This is an optimization exercise on Yosys and OpenROAD, whose aim is a short achievable clock period and few clock cycles per item, not a production implementation.
The RTL was checked by simulation tests, not by an equivalence proof against the original design.
Power is estimated from default activity; no workload was simulated.

==> inputs of 07-16 <==
// armv7_multicycle_core
module armv7_multicycle_core #(
    parameter int ADDR_WIDTH = 10
) (
    input  logic                  Clock,
    input  logic                  Reset,
    input  logic                  Halt,
    output logic                  mem_req,
    output logic                  mem_we,
    output logic [ADDR_WIDTH-1:0] mem_addr,
    output logic [31:0]           mem_wdata,
    input  logic [31:0]           mem_rdata,
    input  logic                  mem_ack,
    output logic [ADDR_WIDTH-1:0] pc,
    output logic [31:0]           instr,
    output logic [2:0]            state,
    output logic [3:0]            flags,
    output logic                  retired
);
Settings: LEC_CHECK=0, CAP_MARGIN=20, CORE_MARGIN=2, CORE_UTILIZATION=40, SETUP_SLACK_MARGIN=4.5, SLEW_MARGIN=20, SYNTH_HIERARCHICAL=1; clock period 8.0 ns.
run.sh (not shown) runs the stock make flow with config.mk's settings and CLKGATE_MAP_FILE= SYNTH_SCRIPT=/design/flow/synth_recipe.tcl, a recipe that flattens the netlist after the stock synthesis.
==> inputs of 07-26, as changes to 07-16 <==
--- a/flow/design.v
+++ b/flow/design.v
@@ -158,38 +158,39 @@
     assign x_rn_full = r_rnv;
     assign x_op      = r_ir[24:21];
     assign x_rev     = (x_op == 4'b0011) | (x_op == 4'b0111);
     assign x_invb    = (x_op == 4'b0010) | (x_op == 4'b0110) | (x_op == 4'b1010);
     assign x_arith   = (x_op[3:2] == 2'b01) | (x_op[3:1] == 3'b001) | (x_op[3:1] == 3'b101);
     assign x_cin     = (x_op == 4'b0010) | (x_op == 4'b0011) | (x_op == 4'b1010);
     assign x_cin_c   = (x_op == 4'b0101) | (x_op == 4'b0110) | (x_op == 4'b0111);
-    logic [AW-1:0] x_imm;
+    logic [AW-1:0] x_lsa, x_imm;
     assign x_imm  = AW'(r_ir[9:0]);
     logic [AW-1:0] x_imm_x;
     logic [AW-1:0] x_lsa_k [16];
     assign x_imm_x = r_ir[23] ? x_imm : ~x_imm;
-    logic [16*AW-1:0] x_lsa_flat;
-    for (genvar k = 0; k < 16; k++) begin : g_x_lsa
-        ks_add #(.N(AW)) u_add (.a(r_regs[k][AW-1:0]), .b(x_imm_x), .cin(~r_ir[23]),
-                                .s(x_lsa_k[k]));
-        assign x_lsa_flat[k*AW +: AW] = x_lsa_k[k];
-    end
+    always_comb
+        for (int k = 0; k < 16; k++) begin
+            logic [AW:0] t;
+            t = {r_regs[k][AW-1:0], 1'b1} + {x_imm_x, ~r_ir[23]};
+            x_lsa_k[k] = t[AW:1];
+        end
+    assign x_lsa  = x_lsa_k[x_rn];
     logic x_adv, x_dec_data;
     assign x_adv      = ~x_rm_haz & ((r_xv & r_x_done & ~r_x_isdata) | (x_can & ~x_ls));
     assign x_dec_data = x_can & x_ls;
     logic          ack, f_ack, d_ack;
     assign ack   = r_rq_v & mem_ack;
     assign f_ack = ack & ~r_rq_data;
     assign d_ack = ack & r_rq_data;
     logic [31:0]   fi;
     logic [2:0]    f_ty;
     logic [3:0]    f_rn, f_rd, f_rm;
     logic          f_is_r, f_is_d, f_is_b, f_cond_dep, f_cond, f_ls;
     logic          f_flag_haz, f_rm_haz, f_rn_haz, f_rd_haz, f_ls_haz, f_haz;
-    logic [AW-1:0] f_pc4, f_brt, f_imm;
+    logic [AW-1:0] f_pc4, f_brt, f_imm, f_lsa;
     assign fi         = mem_rdata;
     assign f_ty       = fi[27:25];
     assign f_rn       = fi[19:16];
     assign f_rd       = fi[15:12];
     assign f_rm       = fi[3:0];
     assign f_is_r     = (f_ty == 3'b000);
     assign f_is_d     = (f_ty == 3'b010);
@@ -210,53 +211,45 @@
     assign f_haz      = f_flag_haz | f_rm_haz | f_ls_haz;
     assign f_pc4  = r_rq_addr + AW'(4);
     assign f_brt  = r_rq_addr + AW'({fi[7:0], 2'b00});
     assign f_imm  = AW'(fi[9:0]);
     logic [AW-1:0] f_imm_x;
     logic [AW-1:0] f_lsa_k [16];
     assign f_imm_x = fi[23] ? f_imm : ~f_imm;
-    logic [16*AW-1:0] f_lsa_flat;
-    for (genvar k = 0; k < 16; k++) begin : g_f_lsa
-        ks_add #(.N(AW)) u_add (.a(r_regs[k][AW-1:0]), .b(f_imm_x), .cin(~fi[23]),
-                                .s(f_lsa_k[k]));
-        assign f_lsa_flat[k*AW +: AW] = f_lsa_k[k];
-    end
-    logic [AW-1:0] n_addr_other, rq_addr_next;
-    logic          n_sel_lsa, n_sel_xlsa;
-    lsa_sel #(.W(AW)) u_lsa_sel (.df(f_lsa_flat), .rnf(f_rn), .self(n_sel_lsa),
-                                 .dx(x_lsa_flat), .rnx(x_rn), .selx(n_sel_xlsa),
-                                 .other(n_addr_other), .y(rq_addr_next));
+    always_comb
+        for (int k = 0; k < 16; k++) begin
+            logic [AW:0] t;
+            t = {r_regs[k][AW-1:0], 1'b1} + {f_imm_x, ~fi[23]};
+            f_lsa_k[k] = t[AW:1];
+        end
+    assign f_lsa  = f_lsa_k[f_rn];
     logic          hb_next, n_dec;
     logic          n_data, n_we;
+    logic [AW-1:0] n_addr;
     logic [31:0]   n_wdata;
     assign hb_next = (r_wv | r_hb) & Halt;
     always_comb begin
         n_dec   = 1'b0;
         n_data  = 1'b0;
         n_we    = 1'b0;
-        n_sel_lsa    = 1'b0;
-        n_sel_xlsa   = 1'b0;
-        n_addr_other = r_rq_addr;
+        n_addr  = r_x_pc4;
         n_wdata = (w_we & (w_rd == x_rd)) ? w_alu_res : r_regs[x_rd];
         if (f_ack) begin
             n_dec   = ~f_haz;
             n_data  = f_ls;
             n_we    = f_ls & ~fi[20];
-            n_sel_lsa    = f_ls;
-            n_addr_other = (f_is_b & f_cond) ? f_brt : f_pc4;
+            n_addr  = f_ls ? f_lsa : ((f_is_b & f_cond) ? f_brt : f_pc4);
             n_wdata = (w_we & (w_rd == f_rd)) ? w_alu_res : r_regs[f_rd];
         end else if (d_ack) begin
             n_dec   = 1'b1;
-            n_addr_other = r_x_pc4;
         end else if (x_can) begin
             n_dec   = 1'b1;
             n_data  = x_ls;
             n_we    = x_ls & ~x_load;
-            n_sel_xlsa   = x_ls;
-            n_addr_other = x_npc;
+            n_addr  = x_ls ? x_lsa : x_npc;
         end
     end
     always_ff @(posedge Clock) begin
         if (Reset) begin
             r_rq_v     <= 1'b1;
             r_rq_q     <= 1'b0;
             r_rq_data  <= 1'b0;
@@ -287,20 +280,20 @@
             r_z        <= 1'b0;
             r_c        <= 1'b0;
             r_v        <= 1'b0;
             r_pc       <= '0;
             for (int i = 0; i < 16; i++) r_regs[i] <= 32'd0;
         end else begin
             r_hb <= hb_next;
-            r_rq_addr <= rq_addr_next;
             if (n_dec) begin
                 r_rq_v     <= ~hb_next;
                 r_rq_q     <= hb_next;
                 r_rq_data  <= n_data;
                 r_rq_we    <= n_we;
+                r_rq_addr  <= n_addr;
                 r_rq_wdata <= n_wdata;
             end else if (ack) begin
                 r_rq_v     <= 1'b0;
             end else if (r_rq_q & ~hb_next) begin
                 r_rq_v     <= 1'b1;
                 r_rq_q     <= 1'b0;
             end
@@ -399,63 +392,8 @@
                 end
             end
         end
     end
     assign s    = p0[32:1] ^ g[6][31:0];
     assign cout = g[6][32];
 endmodule
-module ks_add #(
-    parameter int N = 10
-) (
-    input  logic [N-1:0] a,
-    input  logic [N-1:0] b,
-    input  logic         cin,
-    output logic [N-1:0] s
-);
-    localparam int L = (N < 2) ? 1 : (N < 4) ? 2 : (N < 8) ? 3 : (N < 16) ? 4 : (N < 32) ? 5 : 6;
-    logic [N:0] ea, eb, p0;
-    logic [N:0] g [L+1];
-    logic [N:0] pp [L+1];
-    assign ea = {a, 1'b1};
-    assign eb = {b, cin};
-    assign p0 = ea ^ eb;
-    always_comb begin
-        pp[0] = p0;
-        g[0]  = ea & eb;
-        for (int l = 0; l < L; l++) begin
-            for (int i = 0; i <= N; i++) begin
-                if (i >= (1 << l)) begin
-                    g[l+1][i]  = g[l][i] | (pp[l][i] & g[l][i - (1 << l)]);
-                    pp[l+1][i] = pp[l][i] & pp[l][i - (1 << l)];
-                end else begin
-                    g[l+1][i]  = g[l][i];
-                    pp[l+1][i] = pp[l][i];
-                end
-            end
-        end
-    end
-    assign s = p0[N:1] ^ g[L][N-1:0];
-endmodule
-module lsa_sel #(
-    parameter int W = 10
-) (
-    input  logic [16*W-1:0] df,
-    input  logic [3:0]      rnf,
-    input  logic            self,
-    input  logic [16*W-1:0] dx,
-    input  logic [3:0]      rnx,
-    input  logic            selx,
-    input  logic [W-1:0]    other,
-    output logic [W-1:0]    y
-);
-    logic [W-1:0] fn, xn;
-    always_comb begin
-        fn = '0;
-        xn = '0;
-        for (int k = 0; k < 16; k++) begin
-            if (rnf == 4'(k)) fn = df[k*W +: W];
-            if (rnx == 4'(k)) xn = dx[k*W +: W];
-        end
-        y = self ? fn : (selx ? xn : other);
-    end
-endmodule
 `default_nettype wire
--- a/flow/config.mk
+++ b/flow/config.mk
@@ -6,8 +6,7 @@
 export NUM_CORES = 4
 export LEC_CHECK = 0
 export CAP_MARGIN = 20
 export CORE_MARGIN = 2
 export CORE_UTILIZATION = 40
 export SETUP_SLACK_MARGIN = 4.5
 export SLEW_MARGIN = 20
-export SYNTH_HIERARCHICAL = 1
==> comparison table <==
item	07-26	07-16
Ratio of cells with drive above 1 in the final layout	31.0%	30.9%
Placement Setup Slack	1.88 ns	1.58 ns
Leakage	28.9 nW	37.6 nW
Crit path launch	r_ir[18]	mem_rdata[23]
Clk tree area frac	4.03%	3.35%
Status	finished clean	finished clean
Post-layout nets	7235	9651
Die Wd	435 µm	481 µm
Number of signal-net buffers in the layout	614	852
Required time of the critical path	8.66 ns	8.65 ns
Sequential element share of the synthesized area	30.5%	24.9%
Arrival time at the worst endpoint	4.74 ns	4.81 ns
1st-iter DRT viols	14600	18700
Testbench counts of 07-16, summed over its fixed seeds: cycles 112,230, items 72,000.
Testbench counts of 07-26, summed over its fixed seeds: cycles 112,230, items 72,000.

-- re-timing with driven ports --
In the flow no input, the clock included, has a driving cell. The finished layouts below were timed again as built, in two steps.
Step 1: set_driving_cell puts a clkbuf_16 on Clock and a buf_2 on each other input, an assumption about the parent block.
Step 2 times the ports against the registers' clock, not the clock port: input delays grow and output delays shrink by t, the midpoint of the rising clock arrivals with the driver on.
Three values: no drivers, after step 1, after step 2; two values: the first two.
run	t (ns)	slack for setup (ns)	latest minus earliest clock arrival (ns)	worst data-port slew with drivers (ns)	pins driven straight from the clock port
07-16	0.873	3.841 / 3.510 / 2.637	0.066 / 0.066	0.65	1
07-26	0.868	3.921 / 3.654 / 2.941	0.068 / 0.068	0.50	1
After both steps every run listed still meets setup and hold. The setup slack of 07-16, which loses most, moves by -0.331 ns with the drivers and by -1.204 ns with both steps.
